This design comes from an exercise in tuning for small area, a short achievable clock period and few clock cycles per item on the open sky130 flow, not from production work. At most, simulation tests tie the RTL to the original design; equivalence was not proved. No functional check of the RTL was part of runs 2 to 7. Power figures rest on the tool's default switching activity, not on a simulated workload.

## flow/constraint.sdc

```tcl
create_clock -name core_clock -period 4.5 [get_ports {Clk}]
set_input_delay 0.9000 -clock core_clock [delete_from_list [all_inputs] [get_ports {Clk}]]
set_output_delay 0.9000 -clock core_clock [all_outputs]
set_load 0.01 [all_outputs]
```

## flow/run.sh

```bash
#!/bin/bash
# synth_recipe.tcl (not shown) runs the flow's synth.tcl, then flattens the netlist and writes it again
# the make line also repeats each setting of config.mk as NAME=value (left out here)
make -C /OpenROAD-flow-scripts/flow DESIGN_CONFIG=/design/flow/config.mk WORK_HOME=/design/flow/orfs CLKGATE_MAP_FILE= SYNTH_SCRIPT=/design/flow/synth_recipe.tcl finish
```

## flow/design.v

```verilog
module sha256_padder #(
    parameter int LEN_W = 19
) (
    input  logic         Clk,
    input  logic         Reset,
    input  logic [7:0]   InData,
    input  logic         InValid,
    input  logic         InLast,
    output logic         InReady,
    output logic [511:0] Chunk,
    output logic         ChunkValid,
    output logic         ChunkLast,
    input  logic         ChunkReady
);
    typedef enum logic [1:0] {ACCUM, PAD, EMIT, LEN} state_e;
    state_e             state_q;
    logic [5:0]         byte_cnt_q;
    logic [LEN_W-1:0]   bit_len_q;
    logic [511:0]       buf_q;
    logic [511:0]       chunk_q;
    logic               chunk_valid_q;
    logic               chunk_last_q;
    logic               last_pending_q;
    logic               len_pending_q;
    logic [8:0]         hi;
    logic [511:0]       buf_ins;
    logic [511:0]       pad_chunk;
    logic [63:0]        len64;
    assign InReady    = (state_q == ACCUM);
    assign Chunk      = chunk_q;
    assign ChunkValid = chunk_valid_q;
    assign ChunkLast  = chunk_last_q;
    assign len64      = 64'(bit_len_q);
    assign hi         = ~{byte_cnt_q, 3'b000};
    always_comb begin
        buf_ins = buf_q;
        buf_ins[hi -: 8] = InData;
    end
    always_comb begin
        pad_chunk = '0;
        for (int i = 0; i < 64; i++)
            pad_chunk[511-8*i -: 8] = (6'(i) < byte_cnt_q) ? buf_q[511-8*i -: 8] :
                                      (6'(i) == byte_cnt_q) ? 8'h80 : 8'h00;
        if (byte_cnt_q <= 6'd55) pad_chunk[63:0] = len64;
    end
    always_ff @(posedge Clk or negedge Reset) begin
        if (!Reset) begin
            state_q        <= ACCUM;
            byte_cnt_q     <= '0;
            bit_len_q      <= '0;
            buf_q          <= '0;
            chunk_q        <= '0;
            chunk_valid_q  <= 1'b0;
            chunk_last_q   <= 1'b0;
            last_pending_q <= 1'b0;
            len_pending_q  <= 1'b0;
        end else begin
            case (state_q)
                ACCUM: if (InValid) begin
                    bit_len_q <= bit_len_q + LEN_W'(8);
                    if (byte_cnt_q == 6'd63) begin
                        chunk_q        <= buf_ins;
                        chunk_last_q   <= 1'b0;
                        chunk_valid_q  <= 1'b1;
                        byte_cnt_q     <= '0;
                        buf_q          <= '0;
                        last_pending_q <= InLast;
                        state_q        <= EMIT;
                    end else begin
                        buf_q      <= buf_ins;
                        byte_cnt_q <= byte_cnt_q + 6'd1;
                        if (InLast) state_q <= PAD;
                    end
                end
                PAD: begin
                    chunk_q        <= pad_chunk;
                    chunk_last_q   <= (byte_cnt_q <= 6'd55);
                    len_pending_q  <= (byte_cnt_q > 6'd55);
                    last_pending_q <= 1'b0;
                    chunk_valid_q  <= 1'b1;
                    state_q        <= EMIT;
                end
                EMIT: if (ChunkReady) begin
                    chunk_valid_q <= 1'b0;
                    if (chunk_last_q) begin
                        state_q    <= ACCUM;
                        bit_len_q  <= '0;
                        byte_cnt_q <= '0;
                        buf_q      <= '0;
                    end else if (last_pending_q) begin
                        state_q    <= PAD;
                        byte_cnt_q <= '0;
                    end else if (len_pending_q) begin
                        state_q <= LEN;
                    end else begin
                        state_q <= ACCUM;
                        buf_q   <= '0;
                    end
                end
                LEN: begin
                    chunk_q       <= {448'b0, len64};
                    chunk_last_q  <= 1'b1;
                    len_pending_q <= 1'b0;
                    chunk_valid_q <= 1'b1;
                    state_q       <= EMIT;
                end
                default: state_q <= ACCUM;
            endcase
        end
    end
endmodule
```

## flow/config.mk

```make
export PLATFORM = sky130hd
export DESIGN_NAME = sha256_padder
export DESIGN_NICKNAME = sha256_padder
export VERILOG_FILES = /design/flow/design.v
export SDC_FILE = /design/flow/constraint.sdc
export NUM_CORES = 4
export LEC_CHECK = 0
export CAP_MARGIN = 20
export CORE_MARGIN = 2
export CORE_UTILIZATION = 40
export SLEW_MARGIN = 20
```

==> impl_metrics.ini, run 1 <==
[drt]
dr_wl_met2_mm = 69.9
routed_wl_mm = 152
met1Wirelength_mm = 63.3
vias_per_cell = 6.07
dr.pass1.iters = 6
drtIter0Drc = 2995
wl_per_cell_um = 29.3
vias = 31451
top_layer = met4
route.met3.wl_mm = 12.6
drcViolationCount = 0
final_antenna_net_count = 0

[run]
drv_cap = 0

[timing]
post-route-min-period_ps = 3710
post-route-period-util_pct = 82.5
hold_viol_final = 0
fin_skew_ps = 37.5
fin_tns_setup_ps = 0
rsz0062_at_grt = false
relSlewSlack_pct = 28.8
max_freq_mhz = 269
setup_viol = 0
slew_violations = 0
tightest_slew_ps = 1070

[synth]
async_flop_share_pct = 100
synthTopCellsByArea = dfrtp_1, a22o_1, nand2_1
ys_types = 85
syn-num-nets = 3220
avgSynthCellArea_um2 = 12.9
yosys.area.top_type_share_pct = 63.7
synth_edf_count = 0
synthCells = 3201
netlist_area_um2 = 41400
synth_top_area_cell = dfrtp_1
synth_most_common_cell = dfrtp_1
synth_common_cells = dfrtp_1, a22o_1, nand2_1, clkbuf_1, nor2_1
ys_dominant_reg_cell = dfrtp_1
ys_warn_count = 1
ys_ff_latch = 1052
yosysSeqAreaShare_pct = 63.7

[setup_path]
end_kind = flop
worstPathRequired_ps = 5110
start_kind = flop
crit_fanout = 12
crit_type = flop to flop
arrival_ps = 4320

[clocking]
clk_pin_slew_worst_paths_ps = 60
cts_tree = yes
cts_buffer_depth = 3
hold_buffers = 0
cts_resized = 0
numCtsBuffers = 108
clk-insertion-delay-late_ps = 710
post_cts_buffers = 0
htree_levels = 3
cts-root-buf = clkbuf_16
clock_sinks = 1052

[layout]
multi_input_area_um2 = 14000
register_area_um2 = 26300
drive_gt1_share_pct = 10.7
final_net_count = 3745
final-instance-count-excl-fill = 5183
area_delta_synth_final_pct = 26.7
n_fill_cell = 8922

[place]
dp_hpwl_mm = 104
io_buffer_count = 527
routabilityCongestion = 0.903
post-place-cells = 4984

[die]
ios = 528
core_um2 = 102000
core.rowCount = 117
start_util_pct = 40.5
die_w_um = 326
fp.dieH_um = 326
dieArea_um2 = 106000

[power_and_ir_drop]
combPwrFrac_pct = 20.5
power.internal_mw = 17.3
p_sw_share_pct = 31.9
seq_power_share_pct = 41.5
ir_drop_uv = 365
p_switching_mw = 8.11
p_per_area_nw_per_um2 = 485
clock_power_share_pct = 38.0
p_leak_nw = 24.0

[grt]
grt_antenna_before_repair = 1
grt_pass1_vias = 31098
grt_pass1_wl_mm = 222
grt_use_total_pct = 28.1
grt_max_degree = 100
grt-ovfl-total = 0

[outcome]
outcome = complete, no violations

[hold_path]
hold_path_class = primary input to asynchronous set/reset pin
[flip-flops by register name, indices dropped and copies added (netlist names)]
| name | count |
|---|---|
| chunk_q | 512 |
| chunk_last_q | 1 |
| last_pending_q | 1 |
| buf_q | 512 |
| bit_len_q | 16 |
| len_pending_q | 1 |
| chunk_valid_q | 1 |
| byte_cnt_q | 6 |
| state_q | 2 |
[path summary, 6_finish.rpt]
check | start | end | slack [ps] | cells past startpoint
setup / recovery | byte_cnt_q[0] | buf_q[112] | 790 | 8
setup reg to reg | byte_cnt_q[0] | buf_q[112] | 790 | 8
max in group asynchronous | Reset | buf_q[444] | 3070 | 2
hold reg to reg | chunk_q[1] | chunk_q[1] | 480 | 2
min in group core_clock | chunk_q[1] | chunk_q[1] | 480 | 2
hold / removal | Reset | chunk_q[117] | 340 | 1
[power groups by stage]
stage                     combinational, mW  sequential, mW  clock [mW]
after detailed placement               5.06            10.7           0
final                                  5.21            10.5        9.64
after global placement                 5.05            10.7           0
after floorplan                        2.53            10.6           0
after global routing                   5.43            10.6        10.1
after CTS                              5.09            10.5        9.77
[cells by family after synthesis]
logic type	share of synthesized area (%)
flops	63.7
compound gates	25.9
buf+inv	2.59
xor+xnor	0.354
fa+ha+maj	0.182
simple gates	6.11
mux	1.18
[per-layer routing]
| metal | vias up | GRT usage, % |
|---|---|---|
| met5 | - | 0 |
| met4 | 0 | 10.8 |
| met3 | 266 | 6.81 |
| met2 | 1391 | 43.5 |
| met1 | 16438 | 38.3 |
| li1 | 13356 | - |
[cells in the final DEF, fill, tap and decap left out, types with 45 or more instances in the layout]
cell type,n
o21ai_0,98
nor2_1,113
buf_4,106
o21ai_1,48
a22oi_1,45
dfrtp_1,1049
a22o_1,913
clkbuf_16,111
nand2_1,192
a21oi_1,71
clkdlybuf4s50_1,518
[final cells by class]
cell class | count | area share, %
Multi-Input combinational cell | 1901 | 26.7
Clock buffer | 139 | 5.83
Antenna cell | 2 | 0.00955
Timing Repair Buffer | 648 | 12.3
Sequential cell | 1052 | 50.3
Inverter | 15 | 0.107
Tap cell | 1368 | 3.27
Clock inverter | 58 | 1.46
[stage by stage]
stage	power [mW]	hold slack, ps	worst slack (ps)	utilization, %	instance area (um2)
floorplan	13.1	458	1520	-	41400
global placement	15.7	470	952	47.5	48600
detailed placement	15.7	473	907	47.5	48600
CTS	25.4	380	997	51.3	52400
global route	26.2	402	805	51.3	52400
finish	25.4	342	786	51.3	52400
[critical path: stages (launching register included)]
cell      delay (ps)
dfrtp_1          580
inv_1            150
ha_1             520
nand3b_1         310
a211oi_1         840
nand2_1          640
nor2_1           230
buf_4            210
a22o_1           160
Testbench counts, summed over its fixed seeds: cycles 54,660, bytes 53,274.
==> inputs of run 2 (changes only) <==
==> flow/design.v (replaced) <==
module sha256_padder #(
    parameter int LEN_W = 19
) (
    input  logic         Clk,
    input  logic         Reset,
    input  logic [7:0]   InData,
    input  logic         InValid,
    input  logic         InLast,
    output logic         InReady,
    output logic [511:0] Chunk,
    output logic         ChunkValid,
    output logic         ChunkLast,
    input  logic         ChunkReady
);
    logic [511:0] r_q;           
    logic         cv_q;          
    logic         cl_q;          
    logic         he_q;          
    logic [7:0]   hd_q;          
    logic         hl_q;          
    logic         pend2_q;       
    logic         p2_80_q;       
    logic [5:0]   p_q;           
    logic [15:0]  cnt_q;         
    logic         r_free, wr, wl, p2w, fits, loadlen;
    logic [7:0]   bd;
    logic         bl;
    logic [63:0]  lenbits;       
    logic [63:0]  sel, above, nxt;    
    logic [63:0]  k, w, s;
    logic [511:0] r_d;
    assign InReady    = he_q;
    assign Chunk      = r_q;
    assign ChunkValid = cv_q;
    assign ChunkLast  = cl_q;
    assign r_free  = ~pend2_q & (~cv_q | ChunkReady);
    assign bd      = he_q ? InData : hd_q;
    assign bl      = he_q ? InLast : hl_q;
    assign wr      = (~he_q | InValid) & r_free;
    assign wl      = wr & bl;
    assign p2w     = pend2_q & cv_q & ChunkReady;
    assign fits    = (p_q <= 6'd54);
    assign loadlen = (wl & fits) | p2w;
    assign lenbits = {45'b0, cnt_q, 3'b000};
    always_comb begin
        for (int i = 0; i < 64; i++) begin
            sel[i]   = (p_q == 6'(i));
            above[i] = (6'(i) > p_q);
            nxt[i]   = (i > 0) ? (p_q == 6'(i - 1)) : 1'b0;
        end
    end
    assign w = {64{wr}} & sel;
    assign k = ~(w | ({64{wl}} & above) | {64{p2w}});
    assign s = ({64{wl}} & nxt) | {63'b0, p2w & p2_80_q};   
    for (genvar i = 0; i < 56; i++) begin : g_lane
        for (genvar b = 0; b < 7; b++) begin : g_bit
            sha256_padder_cell u_cell (
                .q(r_q[511 - 8*i - 7 + b]), .k(k[i]), .w(w[i]), .d(bd[b]),
                .y(r_d[511 - 8*i - 7 + b])
            );
        end
        sha256_padder_cell7 u_cell7 (
            .q(r_q[511 - 8*i]), .k(k[i]), .w(w[i]), .d(bd[7]), .s(s[i]),
            .y(r_d[511 - 8*i])
        );
    end
    always_comb begin
        for (int i = 56; i < 64; i++) begin
            for (int b = 0; b < 8; b++) begin
                r_d[511 - 8*i - 7 + b] =
                    (r_q[511 - 8*i - 7 + b] & k[i]) |
                    (w[i] & bd[b]) |
                    ((b == 7) ? s[i] : 1'b0) |
                    (loadlen & lenbits[8*(63-i) + b]);
            end
        end
    end
    always_ff @(posedge Clk) begin
        r_q <= r_d;
        if (he_q) begin
            hd_q <= InData;
            hl_q <= InLast;
        end
    end
    always_ff @(posedge Clk or negedge Reset) begin
        if (!Reset) begin
            cv_q    <= 1'b0;
            cl_q    <= 1'b0;
            he_q    <= 1'b1;
            pend2_q <= 1'b0;
            p2_80_q <= 1'b0;
            p_q     <= '0;
            cnt_q   <= 16'd1;
        end else begin
            if (!he_q) begin
                if (r_free) he_q <= 1'b1;
            end else if (InValid & ~r_free) begin
                he_q <= 1'b0;
            end
            if (cv_q & ChunkReady) cv_q <= 1'b0;
            if (p2w) begin
                cv_q    <= 1'b1;
                cl_q    <= 1'b1;
                pend2_q <= 1'b0;
                cnt_q   <= 16'd1;
            end else if (wr) begin
                p_q <= p_q + 6'd1;
                if (bl) begin
                    cv_q    <= 1'b1;
                    cl_q    <= fits;
                    pend2_q <= ~fits;
                    p2_80_q <= (p_q == 6'd63);
                    p_q     <= '0;
                    if (fits) cnt_q <= 16'd1;
                end else begin
                    cnt_q <= cnt_q + 16'd1;
                    if (p_q == 6'd63) begin
                        cv_q <= 1'b1;
                        cl_q <= 1'b0;
                    end
                end
            end
        end
    end
endmodule
module sha256_padder_cell (
    input  logic q,
    input  logic k,
    input  logic w,
    input  logic d,
    output logic y
);
    assign y = (q & k) | (w & d);
endmodule
module sha256_padder_cell7 (
    input  logic q,
    input  logic k,
    input  logic w,
    input  logic d,
    input  logic s,
    output logic y
);
    assign y = (q & k) | (w & d) | s;
endmodule
--- a/flow/config.mk
+++ b/flow/config.mk
@@ -9,3 +9,6 @@
 export CORE_MARGIN = 2
-export CORE_UTILIZATION = 40
+export CORE_UTILIZATION = 60
+export SETUP_SLACK_MARGIN = 2.0
 export SLEW_MARGIN = 20
+export SYNTH_HIERARCHICAL = 1
+export SYNTH_MINIMUM_KEEP_SIZE = 0
==> impl_metrics.ini, run 2 <==
[synth]
async_flop_share_pct = 4.93
yosys.area.top_type_share_pct = 56.1
ys_ff_latch = 548
yosysSeqAreaShare_pct = 59.8
ys_warn_count = 7
synth_most_common_cell = dfxtp_1
ys_types = 59
netlist_area_um2 = 18600
synth_top_area_cell = dfxtp_1
syn-num-nets = 1644
synthTopCellsByArea = dfxtp_1, a22o_1, a221o_1
avgSynthCellArea_um2 = 11.4
ys_dominant_reg_cell = dfxtp_1
synthCells = 1627
synth_edf_count = 0
synth_common_cells = dfxtp_1, a22o_1, nor2_1, nand2_1, a221o_1

[grt]
grt_max_degree = 58
grt_use_total_pct = 80.7
grt_antenna_before_repair = 15
grt-ovfl-total = 72

[timing]
grt-worst-endpoint = r_q[207]$_DFF_P_/D
worst-ep-kind = register data pin

[place]
dp_hpwl_mm = 50.6
routabilityCongestion = 0.960
post-place-ws_ps = 759
io_buffer_count = 527

[clocking]
numCtsBuffers = 51
cts-root-buf = clkbuf_16
hold_buffers = 0
clock_sinks = 548
cts_buffer_depth = 3
htree_levels = 2

[outcome]
stop_error = [ERROR GRT-0232] Routing congestion too high. Check the congestion heatmap in the GUI.
haltStage = global routing (5_1_grt)
outcome = stopped before the end

[die]
start_util_pct = 60.9
core.rowCount = 64
ios = 528
die_w_um = 180
fp.dieH_um = 180
## run 2: changes by cell type after synthesis, moves of 44 or more
cell      change
dfxtp_1     +521
a22o_1      -519
nand2_1     -117
a22oi_1      -45
o21ai_0      -44
a221o_1      +47
o21ai_1      -48
clkbuf_1    -118
dfrtp_1    -1027
buf_2        -47
## run 2: what timing repair did
item,in CTS
cloned,3
setup endpoints to repair,539
buffers inserted,42
resized for setup,121
pin swaps,40
hold endpoints to repair,0
## run 2: power groups by stage
stage	combinational (mW)	clock [mW]	sequential, mW
CTS	0.390	4.76	4.87
global placement	0.384	0	4.98
detailed placement	0.381	0	4.98
floorplan	0.166	0	4.97
## run 2: worst max-delay path by stage
stage | endpoint | depth (start not counted) | slack (ps)
after CTS | r_q[6] | 5 | 1930
after detailed placement | r_q[175] | 7 | 760
after global placement | r_q[295] | 7 | 840
after floorplan | r_q[311] | 7 | 1820
## run 2: Yosys stat by module (local to each module, per instance)
module | copies in the design | flops+latches
sha256_padder | 1 | 548
sha256_padder_cell | 392 | 0
sha256_padder_cell7 | 56 | 0
## run 2: per-layer routing
metal / GRT usage, % / GRT overflow
met2: 95.6 / 33
met1: 79.1 / 0
met3: 68.8 / 3
met5: 27.9 / 0
met4: 83.9 / 36
## run 2: logic make-up after synthesis
logic type      after synthesis  synth area share, %
simple gates                344                 8.73
buf+inv                      71                 1.60
fa+ha+maj                     4                0.269
flops                       548                 59.8
compound gates              644                 28.8
xor+xnor                      4                0.189
mux                          12                0.673
## run 2: metrics by stage
stage          area [um2]  util (%)  total power, mW  std cells
3_3_place_gp        25000      81.8             5.36       2540
3_5_place_dp        25000      81.8             5.36       2540
4_1_cts             27800      91.1             10.0       2680
2_1_floorplan       19100         -             5.14       1627
==> inputs of run 3 (changes only) <==
--- a/flow/config.mk
+++ b/flow/config.mk
@@ -10,3 +10,2 @@
 export CORE_UTILIZATION = 60
-export SETUP_SLACK_MARGIN = 2.0
 export SLEW_MARGIN = 20
==> impl_metrics.ini, run 3 <==
[grt]
grt-busiest-layer = met2
grt_max_degree = 61
use_met1_pct = 54.0
grt_util_met2_pct = 74.4
met3_usage_pct = 13.1
grt_antenna_before_repair = 2
grt_pass1_vias = 18113
grt-ovfl-total = 0
grt_pass1_wl_mm = 116
grt_use_total_pct = 45.6

[place]
routabilityCongestion = 0.971
post-place-cells = 2563
dp_hpwl_mm = 49.7
io_buffer_count = 527

[timing]
setup_viol = 0
rsz0062_at_grt = false
timing.hold.ws_ps = 473
post-route-period-util_pct = 86.9
post-route-min-period_ps = 3910
hold_viol_final = 0
max_freq_mhz = 256
fin_tns_setup_ps = 0
fin_skew_ps = 15.7
tightest_slew_ps = 1160
relSlewSlack_pct = 22.0
slew_violations = 0

[power_and_ir_drop]
p_leak_nw = 10.1
finalPower_mw = 10.0
ir_drop_uv = 322
p_per_area_nw_per_um2 = 377

[synth]
synth_top_family_by_area = compound AO/OA/AOI/OAI gates
ys_dominant_reg_cell = dfxtp_1
synth_common_cells = dfxtp_1, a22o_1, nor2_1, nand2_1, a221o_1
synthTopCellsByArea = dfxtp_1, a22o_1, a221o_1
async_flop_share_pct = 4.93
synth.area.mux_share_pct = 0.673
synth_compound_area_share_pct = 28.8
synth_top_area_cell = dfxtp_1
synth_edf_count = 0
avgSynthCellArea_um2 = 11.4
synth_most_common_cell = dfxtp_1
synth-xor-area-share_pct = 0.189
synth_adder_area_share_pct = 0.269
ys_warn_count = 7
ys_types = 59
ys_ff_latch = 548
synthSimpleGateAreaFrac_pct = 8.73
synthCells = 1627
syn-num-nets = 1644
netlist_area_um2 = 18600
yosysSeqAreaShare_pct = 59.8
yosys.area.top_type_share_pct = 56.1

[clocking]
cts_buffer_depth = 3
cts-root-buf = clkbuf_16
clk-insertion-delay-late_ps = 570
numCtsBuffers = 51
post_cts_buffers = 0
cts_tree = yes
clk_pin_slew_worst_paths_ps = 70
htree_levels = 2
hold_buffers = 0
clock_sinks = 548
cts_resized = 0

[setup_path]
r2r_cells = 5
r2r_end = r_q[135]
crit_type = flop to flop
cp_cell_sequence = ha_1 > nand2_2 > nor2_1 > nor3_1 > a221o_1
start_kind = flop
slowest_stage = ha_1
arrival_ps = 4370
worstPathRequired_ps = 4950
crit_fanout = 19
crit_family = simple AND/OR/NAND/NOR gates
r2r_slack_ps = 590
critPathBufInv = 0
crit_path_max_incr_delay_ps = 860
end_kind = flop
rr_startpoint = p_q[1]

[layout]
regMostFlops = r_q
area_delta_synth_final_pct = 43.1
fin_util_pct = 87.1
largest_register_ffs = 512
final_net_count = 2238
final_common_cell = clkdlybuf4s50_1
drive_gt1_share_pct = 8.72
final_cell_mix = clkdlybuf4s50_1, dfxtp_1, a22o_1, nor2_1, nand2_1
largest_registers = r_q x512, cnt_q x16, hd_q x8
n_fill_cell = 1482
final-instance-count-excl-fill = 2657

[outcome]
outcome = complete, no violations

[drt]
dr.pass1.iters = 8
drcViolationCount = 0
routed_wl_mm = 78.5
drtIter0Drc = 2566
vias = 18610
wl_per_cell_um = 29.5
vias_per_cell = 7.00
final_antenna_net_count = 0

[die]
core_um2 = 30500
dieArea_um2 = 32400
core.rowCount = 64
fp.dieH_um = 180
ios = 528
start_util_pct = 60.9
die_w_um = 180

[hold_path]
hold_path_class = flop to flop
worstHoldStart = r_q[60]
min_to = r_q[60]
whs_path_depth = 2

[run]
drv_cap = 0
[run 3: routing by layer]
layer	vias up	share of wire, %	wire length (um)
li1	7568	-	-
met1	9007	34	27000
met2	1633	46	36400
met3	402	12	9770
met4	0	6.8	5350
met5	-	0	0
[run 3: report_power, final]
group	leakage, nW	internal, mW	switching, mW
Sequential	4.55	4.86	0.00359
Clock	0.906	2.81	1.93
Combinational	4.61	0.0686	0.339
Total	10.1	7.74	2.28
[run 3: tightest hold or removal path, delay by kind of cell, from the launching register on]
family          cells  cell delay [ps]
simple gates        1               50
compound gates      1               60
flops               1              330
[run 3: per-stage QoR]
| stage | area, um2 | setup slack (ps) |
|---|---|---|
| 6_report | 26600 | 587 |
| 3_3_place_gp | 24700 | 663 |
| 5_1_grt | 26600 | 605 |
| 3_5_place_dp | 24700 | 537 |
| 4_1_cts | 26500 | 883 |
| 2_1_floorplan | 18600 | 1480 |
[run 3: worst max path at each step]
stage                           to        from  depth (start not counted)
after floorplan           r_q[487]     InValid                          7
after global placement    r_q[383]     InValid                          8
after detailed placement  r_q[191]  ChunkReady                          8
after CTS                 r_q[135]      p_q[1]                          5
after global routing      r_q[135]      p_q[1]                          5
final                     r_q[135]      p_q[1]                          5
[run 3: area by class of cell]
type,instances,area [um2],area share (%)
Clock buffer,74,1560,5.88
Inverter,16,61.3,0.231
Tap cell,396,495,1.86
Multi-Input combinational cell,1008,7260,27.3
Clock inverter,18,277,1.04
Sequential cell,548,11100,41.8
Antenna cell,1,2.50,0.00941
Timing Repair Buffer,596,5820,21.9
[run 3: kinds of logic after synthesis]
kind of cell             Yosys count
AO/OA/AOI/OAI                    644
XOR/XNOR                           4
adder cells (fa/ha/maj)            4
buffers and inverters             71
flip-flops                       548
multiplexers                      12
AND/OR/NAND/NOR                  344
[run 3: modules after synthesis (local to each module, per instance)]
module	cells inside	cell area, um2	flip-flops and latches	copies in the design
sha256_padder	1179	14600	548	1
sha256_padder_cell7	1	10.0	0	56
sha256_padder_cell	1	8.76	0	392
==> inputs of run 4 (changes only) <==
--- a/flow/design.v
+++ b/flow/design.v
@@ -18,2 +18,3 @@
     logic         he_q;          
+    logic         rdy_q;         
     logic [7:0]   hd_q;          
@@ -22,4 +23,4 @@
     logic         p2_80_q;       
-    logic [5:0]   p_q;           
     logic [15:0]  cnt_q;         
+    logic [5:0]   c;             
     logic         r_free, wr, wl, p2w, fits, loadlen;
@@ -31,3 +32,4 @@
     logic [511:0] r_d;
-    assign InReady    = he_q;
+    assign InReady    = rdy_q;
+    assign c          = cnt_q[5:0];
     assign Chunk      = r_q;
@@ -41,3 +43,3 @@
     assign p2w     = pend2_q & cv_q & ChunkReady;
-    assign fits    = (p_q <= 6'd54);
+    assign fits    = (c != 6'd0) & (c <= 6'd55);
     assign loadlen = (wl & fits) | p2w;
@@ -46,5 +48,5 @@
         for (int i = 0; i < 64; i++) begin
-            sel[i]   = (p_q == 6'(i));
-            above[i] = (6'(i) > p_q);
-            nxt[i]   = (i > 0) ? (p_q == 6'(i - 1)) : 1'b0;
+            sel[i]   = (c == 6'(i + 1));
+            above[i] = (c != 6'd0) & (6'(i) >= c);
+            nxt[i]   = (i > 0) ? (c == 6'(i)) : 1'b0;
         end
@@ -89,5 +91,5 @@
             he_q    <= 1'b1;
+            rdy_q   <= 1'b1;
             pend2_q <= 1'b0;
             p2_80_q <= 1'b0;
-            p_q     <= '0;
             cnt_q   <= 16'd1;
@@ -95,5 +97,9 @@
             if (!he_q) begin
-                if (r_free) he_q <= 1'b1;
+                if (r_free) begin
+                    he_q  <= 1'b1;
+                    rdy_q <= 1'b1;
+                end
             end else if (InValid & ~r_free) begin
-                he_q <= 1'b0;
+                he_q  <= 1'b0;
+                rdy_q <= 1'b0;
             end
@@ -106,3 +112,2 @@
             end else if (wr) begin
-                p_q <= p_q + 6'd1;
                 if (bl) begin
@@ -111,4 +116,3 @@
                     pend2_q <= ~fits;
-                    p2_80_q <= (p_q == 6'd63);
-                    p_q     <= '0;
+                    p2_80_q <= (c == 6'd0);
                     if (fits) cnt_q <= 16'd1;
@@ -116,3 +120,3 @@
                     cnt_q <= cnt_q + 16'd1;
-                    if (p_q == 6'd63) begin
+                    if (c == 6'd0) begin
                         cv_q <= 1'b1;
==> flow/flow/run.sh (new file) <==
#!/bin/bash
# Standard ORFS layout with two changes: the port buffers use a small buffer cell, and
# clock tree synthesis adds no dummy loads. Each tool's output goes to ORFS's own logs
# (orfs/logs/...); this script's and make's output goes to flow.log here.
set -euo pipefail
export BUFFER_PORTS_ARGS="-buffer_cell sky130_fd_sc_hd__buf_1"
export CTS_ARGS="-sink_clustering_enable -repair_clock_nets -dont_use_dummy_load"
bash standard.sh > flow.log 2>&1
==> flow/standard.sh (new file) <==
#!/bin/bash
# synth_recipe.tcl (not shown) runs the flow's synth.tcl, then flattens the netlist and writes it again
# the make line also repeats each setting of config.mk as NAME=value (left out here)
make -C /OpenROAD-flow-scripts/flow DESIGN_CONFIG=/design/flow/config.mk WORK_HOME=/design/flow/orfs CLKGATE_MAP_FILE= SYNTH_SCRIPT=/design/flow/synth_recipe.tcl "${@:-finish}"
--- a/flow/config.mk
+++ b/flow/config.mk
@@ -9,3 +9,3 @@
 export CORE_MARGIN = 2
-export CORE_UTILIZATION = 60
+export CORE_UTILIZATION = 50
 export SLEW_MARGIN = 20
removed: flow/run.sh
==> impl_metrics.ini, run 4 <==
[place]
io_buffer_count = 527
dp_hpwl_mm = 49.6
routabilityCongestion = 0.943

[clocking]
clock_sinks = 543
cts_resized = 0
clk_pin_slew_worst_paths_ps = 60
post_cts_buffers = 0
hold_buffers = 0
cts_tree = yes
cts_buffer_depth = 3
numCtsBuffers = 52
cts-root-buf = clkbuf_16
htree_levels = 2
clk-insertion-delay-late_ps = 610

[layout]
register_area_um2 = 11000
final_net_count = 2230
final_common_cell = buf_1
diodes = 0
largest_register_ffs = 512
final_cell_mix = buf_1, dfxtp_1, a22o_1, nor2_1, nand2_1
drive_gt1_share_pct = 7.10
area_delta_synth_final_pct = 22.5
largest_registers = r_q x512, cnt_q x16, hd_q x8
regMostFlops = r_q
n_fill_cell = 3242
multi_input_area_um2 = 7190

[synth]
synth_adder_area_share_pct = 0.272
ys_ff_latch = 543
netlist_area_um2 = 18400
synth_edf_count = 0
synth_most_common_cell = dfxtp_1
avgSynthCellArea_um2 = 11.3
yosys.area.top_type_share_pct = 56.6
synth.area.mux_share_pct = 0.544
ys_warn_count = 7
synthTopCellsByArea = dfxtp_1, a22o_1, a221o_1
ys_dominant_reg_cell = dfxtp_1
synth-xor-area-share_pct = 0.285
synthCells = 1628
synth_common_cells = dfxtp_1, a22o_1, nor2_1, nand2_1, a221o_1
synthSimpleGateAreaFrac_pct = 8.46
synth_top_family_by_area = compound AO/OA/AOI/OAI gates
ys_types = 61
synth_top_area_cell = dfxtp_1
syn-num-nets = 1645
synth_compound_area_share_pct = 29.2
yosysSeqAreaShare_pct = 59.7
async_flop_share_pct = 4.05

[power_and_ir_drop]
finalPower_mw = 8.97
p_leak_nw = 8.43
clock_power_share_pct = 41.7
p_sw_share_pct = 23.0
combPwrFrac_pct = 4.5
seq_power_share_pct = 53.8
p_switching_mw = 2.07
ir_drop_uv = 243
power.internal_mw = 6.90
p_per_area_nw_per_um2 = 397

[drt]
wl_per_cell_um = 26.4
drcViolationCount = 0
drtIter0Drc = 1529
dr.pass1.iters = 7
final_antenna_net_count = 0
vias = 16826
vias_per_cell = 6.28
routed_wl_mm = 70.7

[setup_path]
rr_startpoint = he_q
worstPathRequired_ps = 5020
startpoint = he_q
r2r_slack_ps = 970
crit_fanout = 14
arrival_ps = 4050
crit_type = flop to flop
start_kind = flop
end_kind = flop

[grt]
grt-ovfl-total = 0
grt_antenna_before_repair = 0
grt_use_total_pct = 35.3
grt_pass1_vias = 15625
grt_max_degree = 58
grt_pass1_wl_mm = 103

[timing]
setup_viol = 0
fin_skew_ps = 49.2
relSlewSlack_pct = 23.2
max_freq_mhz = 283
hold_viol_final = 0
fin_tns_setup_ps = 0
post-route-period-util_pct = 78.4
slew_violations = 0
rsz0062_at_grt = false
post-route-min-period_ps = 3530
tightest_slew_ps = 1150

[die]
core_um2 = 36400
die_w_um = 196
core.rowCount = 70
fp.dieH_um = 196
ios = 528
start_util_pct = 50.5
dieArea_um2 = 38400

[outcome]
outcome = complete, no violations

[run]
drv_cap = 0

[hold_path]
hold_path_class = primary input to asynchronous set/reset pin
run 4: cell count changes after synthesis, moves of 6 or more:
cell,before,now
dfrtp_1,25,19
o2bb2ai_1,29,13
nor3_1,53,39
clkbuf_1,30,38
o21ai_0,54,44
nand2_1,76,82
nand3_1,26,32
nor2_1,124,137
a21oi_1,32,26
o22ai_1,4,29
run 4: routing by layer:
layer,vias to the layer above,part of all wire [%],GRT usage [%]
li1,7489,-,-
met1,8250,41,46.5
met2,954,46,56.8
met3,133,9.7,9.54
met4,0,3.2,11.3
met5,-,0,0
run 4: worst paths after layout:
check	to	cells after the start
min reg2reg	r_q[36]	1
min	cnt_q[2]	2
max	r_q[351]	6
max reg2reg	r_q[351]	6
min in group core_clock	r_q[36]	1
max in group asynchronous	he_q	2
run 4: final cells by class:
class / instances / area share, %
Clock buffer: 52 / 5.77
Multi-Input combinational cell: 1012 / 31.8
Inverter: 16 / 0.266
Tap cell: 468 / 2.60
Timing Repair Buffer: 588 / 10.8
Sequential cell: 543 / 48.7
run 4: Yosys stat by module, one instance, submodules excluded:
module               area (um2)  cells inside
sha256_padder             14400          1180
sha256_padder_cell7        10.0             1
sha256_padder_cell         8.76             1
run 4: kinds of logic (layout without fill, tap and decap cells):
kind of cell | Yosys count | after routing
AO/OA/AOI/OAI | 647 | 647
XOR/XNOR | 6 | 6
adder cells (fa/ha/maj) | 4 | 4
buffers and inverters | 73 | 656
flip-flops | 543 | 543
multiplexers | 10 | 10
AND/OR/NAND/NOR | 345 | 345
run 4: power by group through the flow:
stage / logic (mW) / clock network [mW] / registers (mW)
6_report: 0.404 / 3.74 / 4.83
5_1_grt: 0.414 / 3.95 / 4.82
4_1_cts: 0.396 / 3.76 / 4.83
3_5_place_dp: 0.395 / 0 / 4.93
3_3_place_gp: 0.395 / 0 / 4.93
2_1_floorplan: 0.161 / 0 / 4.93
run 4: per-stage QoR:
step | instance area, um2 | std cells | util, % | hold WS (ps) | setup slack [ps]
after floorplan | 18400 | 1628 | - | 442 | 1580
after global placement | 21200 | 2626 | 58.3 | 435 | 796
after detailed placement | 21200 | 2626 | 58.3 | 445 | 714
after CTS | 22500 | 2678 | 61.8 | 279 | 981
after global routing | 22600 | 2679 | 61.9 | 308 | 824
final | 22600 | 2679 | 61.9 | 287 | 970
run 4: critical path: stages (launching register included):
cell      delay, ps
dfstp_2         790
nor2b_1         450
nor3_4          120
nand2_1         540
nor2_1          340
a211oi_1        950
a221o_1         290
==> inputs of run 5 (changes only) <==
--- a/flow/config.mk
+++ b/flow/config.mk
@@ -10,2 +10,3 @@
 export CORE_UTILIZATION = 50
+export SETUP_SLACK_MARGIN = 2.2
 export SLEW_MARGIN = 20
==> impl_metrics.ini, run 5 <==
[outcome]
outcome = complete, no violations

[synth]
syn-num-nets = 1645
ys_dominant_reg_cell = dfxtp_1
yosysSeqAreaShare_pct = 59.7
synth_most_common_cell = dfxtp_1
ys_ff_latch = 543
synth_top_area_cell = dfxtp_1
synth_common_cells = dfxtp_1, a22o_1, nor2_1, nand2_1, a221o_1
synthCells = 1628
ys_types = 61
netlist_area_um2 = 18400
async_flop_share_pct = 4.05
synthTopCellsByArea = dfxtp_1, a22o_1, a221o_1
synth_edf_count = 0
ys_warn_count = 7
yosys.area.top_type_share_pct = 56.6
avgSynthCellArea_um2 = 11.3

[setup_path]
end_kind = flop
crit_fanout = 13
arrival_ps = 2860
crit_type = flop to flop
worstPathRequired_ps = 4990
start_kind = flop

[layout]
diodes = 0
area_delta_synth_final_pct = 41.7
final_common_cell = buf_1
multi_input_area_um2 = 8860
regMostFlops = r_q
largest_registers = r_q x512, cnt_q x16, hd_q x8
final-instance-count-excl-fill = 2844
final_cell_mix = buf_1, dfxtp_1, a22o_1, buf_4, a221o_1
n_fill_cell = 2740
register_area_um2 = 11000
largest_register_ffs = 512
final_net_count = 2395
fin_util_pct = 71.6
drive_gt1_share_pct = 22.2

[drt]
final_antenna_net_count = 0
dr.pass1.iters = 7
drtIter0Drc = 1767
vias_per_cell = 6.36
drcViolationCount = 0
met1Wirelength_mm = 29.2
top_layer = met4
wl_per_cell_um = 26.5
vias = 18082
route.met3.wl_mm = 7.29
routed_wl_mm = 75.4
dr_wl_met2_mm = 35.7

[timing]
setup_viol = 0
timing.hold.ws_ps = 305
fin_tns_setup_ps = 0
hold_viol_final = 0
rsz0062_at_grt = true
max_freq_mhz = 422
relSlewSlack_pct = 43.8
fin_skew_ps = 24.4
slew_violations = 0
tightest_slew_ps = 843
post-route-period-util_pct = 52.7
post-route-min-period_ps = 2370

[clocking]
clock_sinks = 543
cts-root-buf = clkbuf_16
clk-insertion-delay-late_ps = 600
cts_buffer_depth = 3
htree_levels = 2
cts_tree = yes
hold_buffers = 0
clk_pin_slew_worst_paths_ps = 60
numCtsBuffers = 54

[grt]
grt_max_degree = 58
grt_pass1_wl_mm = 109
grt_pass1_vias = 16788
grt_antenna_before_repair = 0
grt-ovfl-total = 0
grt_use_total_pct = 37.2

[power_and_ir_drop]
p_per_area_nw_per_um2 = 349
p_leak_nw = 9.88
ir_drop_uv = 258

[die]
core_um2 = 36400
start_util_pct = 50.5
core.rowCount = 70
dieArea_um2 = 38400
fp.dieH_um = 196
die_w_um = 196
ios = 528

[hold_path]
hold_path_class = primary input to asynchronous set/reset pin

[place]
routabilityCongestion = 0.950
io_buffer_count = 527
post-place-cells = 2602
dp_hpwl_mm = 48.6

[run]
drv_cap = 0
## run 5: area by class of cell
cell class / count / share of cell area, %
tap: 468 / 2.24
inverter: 16 / 0.427
timing repair inverter: 2 / 0.0575
multi-input combinational: 1014 / 33.9
timing repair buffer: 747 / 16.0
clock buffer: 54 / 5.18
sequential: 543 / 42.1
## run 5: critical path, stage by stage, from the launching register on
cell     delay (ps)
dfstp_4         660
mux2i_4         350
buf_6           160
inv_4            60
buf_8           160
nand3_1         340
nor2_1          230
a221o_1         310
## run 5: path summary, 6_finish.rpt
| kind | from | end | slack (ps) | depth (start not counted) |
|---|---|---|---|---|
| setup / recovery | he_q | r_q[103] | 2130 | 7 |
| hold / removal | Reset | cl_q | 310 | 2 |
| setup reg to reg | he_q | r_q[103] | 2130 | 7 |
| hold reg to reg | r_q[37] | r_q[37] | 470 | 1 |
| max in group asynchronous | Reset | cnt_q[0] | 3890 | 2 |
| min in group core_clock | r_q[37] | r_q[37] | 470 | 1 |
## run 5: report_power, final
part / switching, mW / internal, mW
clock network: 1.71 / 2.09
registers: 0.00858 / 4.82
logic: 0.379 / 0.0965
total: 2.10 / 7.01
## run 5: modules after synthesis, one instance, submodules excluded
module / cells / times used / cell area, um2
sha256_padder_cell: 1 / 392 / 8.76
sha256_padder_cell7: 1 / 56 / 10.0
sha256_padder: 1180 / 1 / 14400
## run 5: layer usage
layer  global-route usage [%]  up-vias
li1                         -     7800
met1                     47.1     8949
met3                     8.85      252
met2                     61.8     1081
met5                        0        -
met4                     14.1        0
## run 5: timing repair
item,in CTS,in global routing
pin swaps,52,59
endpoints found under the setup margin,538,387
setup buffers,107,73
cloned,4,4
gates resized for setup,173,69
## run 5: logic make-up (layout without fill, tap and decap cells)
group           count (synthesis)  after routing  synth area share (%)
flops                         543            543                  59.7
fa+ha+maj                       4              4                 0.272
xor+xnor                        6              6                 0.285
buf+inv                        73            819                  1.63
simple gates                  345            347                  8.46
compound gates                647            647                  29.2
mux                            10             10                 0.544
## run 5: per-stage QoR
step / worst slack (ps) / total power [mW] / cell area [um2]
floorplan: 1870 / 5.11 / 19500
global placement: 1000 / 5.32 / 22000
detailed placement: 899 / 5.32 / 22000
CTS: 2100 / 9.10 / 25100
global route: 2080 / 9.32 / 26100
finish: 2130 / 9.11 / 26100
==> inputs of run 6 (changes only) <==
--- a/flow/design.v
+++ b/flow/design.v
@@ -16,7 +16,11 @@
     logic         cv_q;          
+    logic         cvo_q;         
     logic         cl_q;          
-    logic         he_q;          
+    logic         iv_q;          
+    logic [7:0]   id_q;
+    logic         il_q;
+    logic         hv_q;          
+    logic [7:0]   hd_q;
+    logic         hl_q;
     logic         rdy_q;         
-    logic [7:0]   hd_q;          
-    logic         hl_q;          
     logic         pend2_q;       
@@ -25,7 +29,5 @@
     logic [5:0]   c;             
-    logic         r_free, wr, wl, p2w, fits, loadlen;
-    logic [7:0]   bd;
-    logic         bl;
+    logic         r_free, wr, p2w, fits, loadlen, in_fire, i_free;
     logic [63:0]  lenbits;       
-    logic [63:0]  sel, above, nxt;    
+    logic [63:0]  sel, above, nxt, a;    
     logic [63:0]  k, w, s;
@@ -33,15 +35,14 @@
     assign InReady    = rdy_q;
+    assign Chunk      = r_q;
+    assign ChunkValid = cvo_q;
+    assign ChunkLast  = cl_q;
     assign c          = cnt_q[5:0];
-    assign Chunk      = r_q;
-    assign ChunkValid = cv_q;
-    assign ChunkLast  = cl_q;
     assign r_free  = ~pend2_q & (~cv_q | ChunkReady);
-    assign bd      = he_q ? InData : hd_q;
-    assign bl      = he_q ? InLast : hl_q;
-    assign wr      = (~he_q | InValid) & r_free;
-    assign wl      = wr & bl;
+    assign wr      = iv_q & r_free;
     assign p2w     = pend2_q & cv_q & ChunkReady;
     assign fits    = (c != 6'd0) & (c <= 6'd55);
-    assign loadlen = (wl & fits) | p2w;
+    assign loadlen = (wr & il_q & fits) | p2w;
     assign lenbits = {45'b0, cnt_q, 3'b000};
+    assign in_fire = InValid & rdy_q;
+    assign i_free  = ~iv_q | wr;
     always_comb begin
@@ -53,5 +54,6 @@
     end
+    assign a = sel | ({64{il_q}} & above);
     assign w = {64{wr}} & sel;
-    assign k = ~(w | ({64{wl}} & above) | {64{p2w}});
-    assign s = ({64{wl}} & nxt) | {63'b0, p2w & p2_80_q};   
+    assign k = ~(({64{wr}} & a) | {64{p2w}});
+    assign s = ({64{wr & il_q}} & nxt) | {63'b0, p2w & p2_80_q};   
     for (genvar i = 0; i < 56; i++) begin : g_lane
@@ -59,3 +61,3 @@
             sha256_padder_cell u_cell (
-                .q(r_q[511 - 8*i - 7 + b]), .k(k[i]), .w(w[i]), .d(bd[b]),
+                .q(r_q[511 - 8*i - 7 + b]), .k(k[i]), .w(w[i]), .d(id_q[b]),
                 .y(r_d[511 - 8*i - 7 + b])
@@ -64,3 +66,3 @@
         sha256_padder_cell7 u_cell7 (
-            .q(r_q[511 - 8*i]), .k(k[i]), .w(w[i]), .d(bd[7]), .s(s[i]),
+            .q(r_q[511 - 8*i]), .k(k[i]), .w(w[i]), .d(id_q[7]), .s(s[i]),
             .y(r_d[511 - 8*i])
@@ -73,3 +75,3 @@
                     (r_q[511 - 8*i - 7 + b] & k[i]) |
-                    (w[i] & bd[b]) |
+                    (w[i] & id_q[b]) |
                     ((b == 7) ? s[i] : 1'b0) |
@@ -81,3 +83,7 @@
         r_q <= r_d;
-        if (he_q) begin
+        if (i_free) begin
+            id_q <= hv_q ? hd_q : InData;
+            il_q <= hv_q ? hl_q : InLast;
+        end
+        if (rdy_q) begin
             hd_q <= InData;
@@ -89,4 +95,6 @@
             cv_q    <= 1'b0;
+            cvo_q   <= 1'b0;
             cl_q    <= 1'b0;
-            he_q    <= 1'b1;
+            iv_q    <= 1'b0;
+            hv_q    <= 1'b0;
             rdy_q   <= 1'b1;
@@ -96,14 +104,19 @@
         end else begin
-            if (!he_q) begin
-                if (r_free) begin
-                    he_q  <= 1'b1;
+            if (i_free) begin
+                iv_q <= hv_q | in_fire;
+                if (hv_q) begin
+                    hv_q  <= 1'b0;
                     rdy_q <= 1'b1;
                 end
-            end else if (InValid & ~r_free) begin
-                he_q  <= 1'b0;
+            end else if (in_fire) begin
+                hv_q  <= 1'b1;
                 rdy_q <= 1'b0;
             end
-            if (cv_q & ChunkReady) cv_q <= 1'b0;
+            if (cv_q & ChunkReady) begin
+                cv_q  <= 1'b0;
+                cvo_q <= 1'b0;
+            end
             if (p2w) begin
                 cv_q    <= 1'b1;
+                cvo_q   <= 1'b1;
                 cl_q    <= 1'b1;
@@ -112,4 +125,5 @@
             end else if (wr) begin
-                if (bl) begin
+                if (il_q) begin
                     cv_q    <= 1'b1;
+                    cvo_q   <= 1'b1;
                     cl_q    <= fits;
@@ -121,4 +135,5 @@
                     if (c == 6'd0) begin
-                        cv_q <= 1'b1;
-                        cl_q <= 1'b0;
+                        cv_q  <= 1'b1;
+                        cvo_q <= 1'b1;
+                        cl_q  <= 1'b0;
                     end
--- a/flow/config.mk
+++ b/flow/config.mk
@@ -10,3 +10,3 @@
 export CORE_UTILIZATION = 50
-export SETUP_SLACK_MARGIN = 2.2
+export SETUP_SLACK_MARGIN = 2.4
 export SLEW_MARGIN = 20
==> impl_metrics.ini, run 6 <==
[outcome]
outcome = complete, no violations

[grt]
grt_max_degree = 51
use_met1_pct = 47.6
grt_util_met2_pct = 58.7
grt_pass1_vias = 17368
met3_usage_pct = 9.23
grt_antenna_before_repair = 0
grt_use_total_pct = 37.0
grt-busiest-layer = met2
grt_pass1_wl_mm = 111
grt-ovfl-total = 0

[setup_path]
slowest_stage = dfrtp_4
path_common_cell = buf_12
r2r_end = r_q[295]
start_kind = flop
worstSetupEndpoint = r_q[295]
crit_type = flop to flop
end_kind = flop
r2r_cells = 9
worstPathRequired_ps = 4960
r2r_slack_ps = 2040
rr_startpoint = cnt_q[1]
arrival_ps = 2920
crit_path_max_incr_delay_ps = 520
startpoint = cnt_q[1]
cp_cell_sequence = clkinv_4 > ha_4 > buf_12 > buf_12 > nand3_4 > nor3_4 > a2111oi_4 > buf_4 > a221o_1
crit_fanout = 9

[synth]
synth_most_common_cell = dfxtp_1
yosysSeqAreaShare_pct = 59.9
ys_warn_count = 7
async_flop_share_pct = 4.33
avgSynthCellArea_um2 = 11.6
ys_dominant_reg_cell = dfxtp_1
synthCells = 1646
synth_top_area_cell = dfxtp_1
netlist_area_um2 = 19000
synth_edf_count = 18
ys_ff_latch = 554
synth_common_cells = dfxtp_1, a22o_1, nand2_1, nor2_1, a221o_1
synthTopCellsByArea = dfxtp_1, a22o_1, a221o_1
yosys.area.top_type_share_pct = 53.9
ys_types = 62
syn-num-nets = 1663

[hold_path]
hold_path_class = primary input to asynchronous set/reset pin

[clocking]
cts_buffer_depth = 3
clk-insertion-delay-late_ps = 600
clock_sinks = 554
hold_buffers = 0
htree_levels = 2
cts-root-buf = clkbuf_16
cts_tree = yes
numCtsBuffers = 54
clk_pin_slew_worst_paths_ps = 60

[die]
core.rowCount = 71
start_util_pct = 50.6
dieArea_um2 = 39600
ios = 528
die_w_um = 199
core_um2 = 37600
fp.dieH_um = 199

[layout]
diodes = 0
regMostFlops = r_q
final_net_count = 2429
fin_util_pct = 73.7
final_common_cell = dfxtp_1
final-instance-count-excl-fill = 2921
largest_register_ffs = 512
final_cell_mix = dfxtp_1, buf_1, a22o_1, buf_4, nand2_1
largest_registers = r_q x512, cnt_q x16
area_delta_synth_final_pct = 45.6
drive_gt1_share_pct = 25.3

[place]
post-place-ws_ps = 930
routabilityCongestion = 0.920
io_buffer_count = 527
post-place-cells = 2647
dp_hpwl_mm = 49.8

[timing]
post-route-min-period_ps = 2460
rsz0062_at_grt = true
tightest_slew_ps = 956
relSlewSlack_pct = 36.1
fin_tns_setup_ps = 0
fin_skew_ps = 40.1
max_freq_mhz = 407
fin_ws_ps = 2040
post-route-period-util_pct = 54.6
slew_violations = 0
hold_viol_final = 0
setup_viol = 0

[drt]
drtIter0Drc = 1889
vias_per_cell = 6.35
final_antenna_net_count = 0
drcViolationCount = 0
wl_per_cell_um = 27.3
routed_wl_mm = 79.8
vias = 18561
dr.pass1.iters = 5

[power_and_ir_drop]
p_leak_nw = 10.8
p_per_area_nw_per_um2 = 322
ir_drop_uv = 286

[run]
drv_cap = 0
==> run 6: cell types whose count changed in the layout (fill, tap and decap cells not counted), moves of 22 or more <==
cell | previous run | this run
buf_12 | 28 | 50
buf_4 | 156 | 134
buf_6 | 30 | 55
o22ai_1 | 28 | 1
a22o_1 | 393 | 423
buf_1 | 526 | 500
==> run 6: through the flow <==
step                cell area (um2)  hold WS [ps]  power, mW
finish                        27700           312       8.93
global route                  27700           332       9.15
CTS                           26800           289       8.96
detailed placement            22800           443       5.20
global placement              22800           435       5.20
floorplan                     20300           442       5.11
==> run 6: area by class of cell <==
type,instances,area (um2)
Sequential cell,554,11400
Timing Repair Buffer,773,4870
Multi-Input combinational cell,1021,9390
Fill cell,2644,9870
Tap cell,511,639
Inverter,8,50.0
Clock buffer,54,1350
==> run 6: modules after synthesis, one instance, submodules excluded <==
module | times used | area [um2] | cells inside | flip-flops and latches
sha256_padder_cell7 | 56 | 10.0 | 1 | 0
sha256_padder_cell | 392 | 8.76 | 1 | 0
sha256_padder | 1 | 15000 | 1198 | 554
==> run 6: cell families after synthesis <==
family | synth area share (%)
compound gates | 28.4
flops | 59.9
simple gates | 9.20
buf+inv | 1.74
mux | 0.533
fa+ha+maj | 0.263
==> run 6: where the power goes <==
group	switching (mW)	internal, mW	total [mW]
Clock	1.73	2.09	3.82
Combinational	0.118	0.0327	0.150
Sequential	0.0229	4.94	4.96
==> run 6: timing repair <==
action / CTS / global route
endpoints found under the hold margin: 0 / 0
endpoints found under the setup margin: 551 / 533
resized for setup: 220 / 118
pin swaps: 227 / 149
setup buffers: 166 / 43
cloned: 8 / 3
==> run 6: worst min-delay path by stage <==
| stage | cells after the start | start | to | slack, ps |
|---|---|---|---|---|
| 2_1_floorplan | 2 | p2_80_q | p2_80_q | 440 |
| 3_3_place_gp | 1 | r_q[17] | r_q[17] | 430 |
| 3_5_place_dp | 1 | r_q[18] | r_q[18] | 440 |
| 4_1_cts | 2 | Reset | cnt_q[1] | 290 |
| 5_1_grt | 2 | Reset | cnt_q[1] | 330 |
| 6_report | 2 | Reset | cnt_q[1] | 310 |
==> run 6: worst max-delay path: cells and delay by family, from the launching register on <==
family / cells / cell delay [ps]
and+or+nand+nor: 2 / 700
AOI/OAI and AO/OA: 2 / 400
buffers and inverters: 4 / 490
DFF: 1 / 520
adders and majority gates: 1 / 190
==> run 6: metal layers <==
layer / part of all wire (%) / wire length [um] / vias up
met1: 38 / 30200 / 9075
met4: 5.2 / 4130 / 0
li1: - / - / 7939
met3: 11 / 8520 / 306
met2: 46 / 37000 / 1241
met5: 0 / 0 / -
==> inputs of run 7 (changes only) <==
--- a/flow/config.mk
+++ b/flow/config.mk
@@ -10,3 +10,3 @@
 export CORE_UTILIZATION = 50
-export SETUP_SLACK_MARGIN = 2.4
+export SETUP_SLACK_MARGIN = 2.2
 export SLEW_MARGIN = 20
==> impl_metrics.ini, run 7 <==
[outcome]
outcome = complete, no violations

[place]
io_buffer_count = 527
dp_hpwl_mm = 48.9
post_dp_cell_area_um2 = 22500
routabilityCongestion = 0.916

[synth]
ys_types = 62
synth_most_common_cell = dfxtp_1
synth_common_cells = dfxtp_1, a22o_1, nand2_1, nor2_1, a221o_1
synthTopCellsByArea = dfxtp_1, a22o_1, a221o_1
ys_ff_latch = 554
synth_edf_count = 18
async_flop_share_pct = 4.33
avgSynthCellArea_um2 = 11.6
yosys.area.top_type_share_pct = 53.9
synth_top_area_cell = dfxtp_1
synthCells = 1646
ys_warn_count = 7
ys_dominant_reg_cell = dfxtp_1
yosysSeqAreaShare_pct = 59.9
netlist_area_um2 = 19000
syn-num-nets = 1663

[timing]
post-route-min-period_ps = 2400
setup_viol = 0
max_freq_mhz = 417
tightest_slew_ps = 1110
fin_skew_ps = 20.9
relSlewSlack_pct = 25.9
fin_tns_setup_ps = 0
post-route-period-util_pct = 53.4
hold_viol_final = 0
slew_violations = 0
rsz0062_at_grt = true

[die]
die_w_um = 199
core.rowCount = 71
dieArea_um2 = 39600
start_util_pct = 50.6
ios = 528
core_um2 = 37600
fp.dieH_um = 199

[setup_path]
critPathBufInv = 3
worstPathRequired_ps = 4980
crit_fanout = 8
end_kind = flop
cp_cell_sequence = inv_4 > ha_4 > or3b_4 > nor2_4 > nor2_4 > clkbuf_16 > a211oi_4 > buf_4 > a221o_1
crit_family = simple AND/OR/NAND/NOR gates
start_kind = flop
arrival_ps = 2880
slowest_stage = dfstp_2
crit_type = flop to flop
crit_path_max_incr_delay_ps = 610
path_common_cell = nor2_4

[drt]
final_antenna_net_count = 0
vias = 17831
drcViolationCount = 0
dr.pass1.iters = 6
drtIter0Drc = 1610
wl_per_cell_um = 26.3
vias_per_cell = 6.24
routed_wl_mm = 75.3

[clocking]
numCtsBuffers = 53
htree_levels = 2
cts_buffer_depth = 3
clock_sinks = 554
clk-insertion-delay-late_ps = 600
cts-root-buf = clkbuf_16
hold_buffers = 0
cts_tree = yes
clk_pin_slew_worst_paths_ps = 70

[grt]
grt_antenna_before_repair = 1
grt_max_degree = 65
grt-ovfl-total = 0
grt_pass1_vias = 16488
grt_pass1_wl_mm = 106
grt_use_total_pct = 35.4

[layout]
drive_gt1_share_pct = 19.7
regMostFlops = r_q
area_delta_synth_final_pct = 37.9
final_common_cell = buf_1
final_area_um2 = 26200
largest_register_ffs = 512
largest_registers = r_q x512, cnt_q x16
final_net_count = 2365
final_cell_mix = buf_1, dfxtp_1, a22o_1, buf_4, nand2_1

[power_and_ir_drop]
p_per_area_nw_per_um2 = 339
ir_drop_uv = 300
p_leak_nw = 10.1

[run]
drv_cap = 0

[hold_path]
hold_path_class = primary input to asynchronous set/reset pin
-- run 7: cell counts after synthesis --
Identical to the previous run, type by type.
-- run 7: power by group --
group / total, mW / switching (mW) / internal, mW
registers: 4.95 / 0.0101 / 4.94
logic: 0.152 / 0.127 / 0.0253
clock network: 3.79 / 1.73 / 2.06
total: 8.89 / 1.87 / 7.02
-- run 7: worst reg2reg max path, stage by stage (launching register included) --
cell and delay (ps):
dfstp_2 610, inv_4 60, ha_4 180, or3b_4 260, nor2_4 60, nor2_4 310, clkbuf_16 260, a211oi_4 70
buf_4 180, a221o_1 310
-- run 7: layer usage --
| metal | vias up | global-route usage (%) | part of all wire, % |
|---|---|---|---|
| met3 | 227 | 8.37 | 10 |
| met2 | 1046 | 57.7 | 47 |
| li1 | 7824 | - | - |
| met1 | 8734 | 44.9 | 38 |
| met5 | - | 0 | 0 |
| met4 | 0 | 15.4 | 4.5 |
-- run 7: final timing paths --
kind                               start  endpoint  slack [ps]  cells past startpoint
worst max-delay path            cnt_q[0]  r_q[183]        2100                      9
worst min-delay path               Reset  cnt_q[1]         310                      2
worst max register to register  cnt_q[0]  r_q[183]        2100                      9
worst min register to register   r_q[16]   r_q[16]         460                      1
max in group asynchronous          Reset  cnt_q[0]        3870                      2
min in group core_clock          r_q[16]   r_q[16]         460                      1
-- run 7: layout make-up --
type	instances	area [um2]
Timing Repair Buffer	706	3810
Clock buffer	53	1330
Fill cell	2922	11300
Inverter	8	46.3
Sequential cell	554	11400
Multi-Input combinational cell	1025	9000
Antenna cell	2	5.00
Tap cell	511	639
-- run 7: cells by family after synthesis --
kind of cell | after synthesis | share of synthesized area (%)
AOI/OAI and AO/OA | 647 | 28.4
buffers and inverters | 75 | 1.74
and+or+nand+nor | 357 | 9.20
muxes | 9 | 0.533
DFF | 554 | 59.9
adders and majority gates | 4 | 0.263
-- run 7: what timing repair did --
action | 4_1_cts | 5_1_grt
resized for setup | 122 | 82
buffers inserted | 103 | 47
setup endpoints to repair | 529 | 434
hold endpoints to repair | 0 | 0
gates cloned | 6 | 7
pin swaps | 62 | 69
-- run 7: through the flow --
step	cells	worst slack (ps)	hold slack (ps)	power (mW)	utilization (%)
2_1_floorplan	1646	2100	442	5.11	-
3_3_place_gp	2640	1110	435	5.19	59.9
3_5_place_dp	2641	1020	443	5.19	59.9
4_1_cts	2803	2130	292	8.90	67.5
5_1_grt	2857	2080	333	9.10	69.8
6_report	2859	2100	312	8.89	69.8
-- run 7: modules after synthesis (local to each module, per instance) --
module / flops+latches / area, um2 / cells / copies in the design
sha256_padder_cell7: 0 / 10.0 / 1 / 56
sha256_padder_cell: 0 / 8.76 / 1 / 392
sha256_padder: 554 / 15000 / 1198 / 1

-- static timing again, ports no longer ideal --
How much do the figures lean on ideal ports? The routed layouts below were timed once more, with nothing changed but the port constraints. Step 1 assumes that a clkbuf_16 drives the clock port and a buf_2 every other input. Step 2 times the ports against the registers' clock, not the clock port: input delays grow and output delays shrink by t, the midpoint of the rising clock arrivals with the driver on. Slacks: ideal / step 1 / step 2; pairs: ideal / step 1.
run | t, ns | slack for setup (ns) | worst setup path at the end | worst register clock-pin slew, ns | worst data-port slew with drivers (ns)
run 1 | 0.754 | 0.786 / 0.786 / 0.724 | input to register | 0.07 / 0.07 | 0.11
run 3 | 0.620 | 0.587 / 0.587 / 0.216 | input to register | 0.07 / 0.07 | 0.07
run 4 | 0.645 | 0.970 / 0.970 / 0.677 | input to register | 0.06 / 0.06 | 0.05
run 5 | 0.642 | 2.130 / 2.130 / 1.538 | input to register | 0.06 / 0.06 | 0.05
run 6 | 0.642 | 2.042 / 2.042 / 1.534 | input to register | 0.07 / 0.07 | 0.06
run 7 | 0.645 | 2.099 / 2.099 / 1.515 | input to register | 0.07 / 0.07 | 0.06
After both steps every run listed still meets setup and hold. For run 5, which loses most, drivers alone change the setup slack by 0.000 ns; drivers and shift together by -0.592 ns.
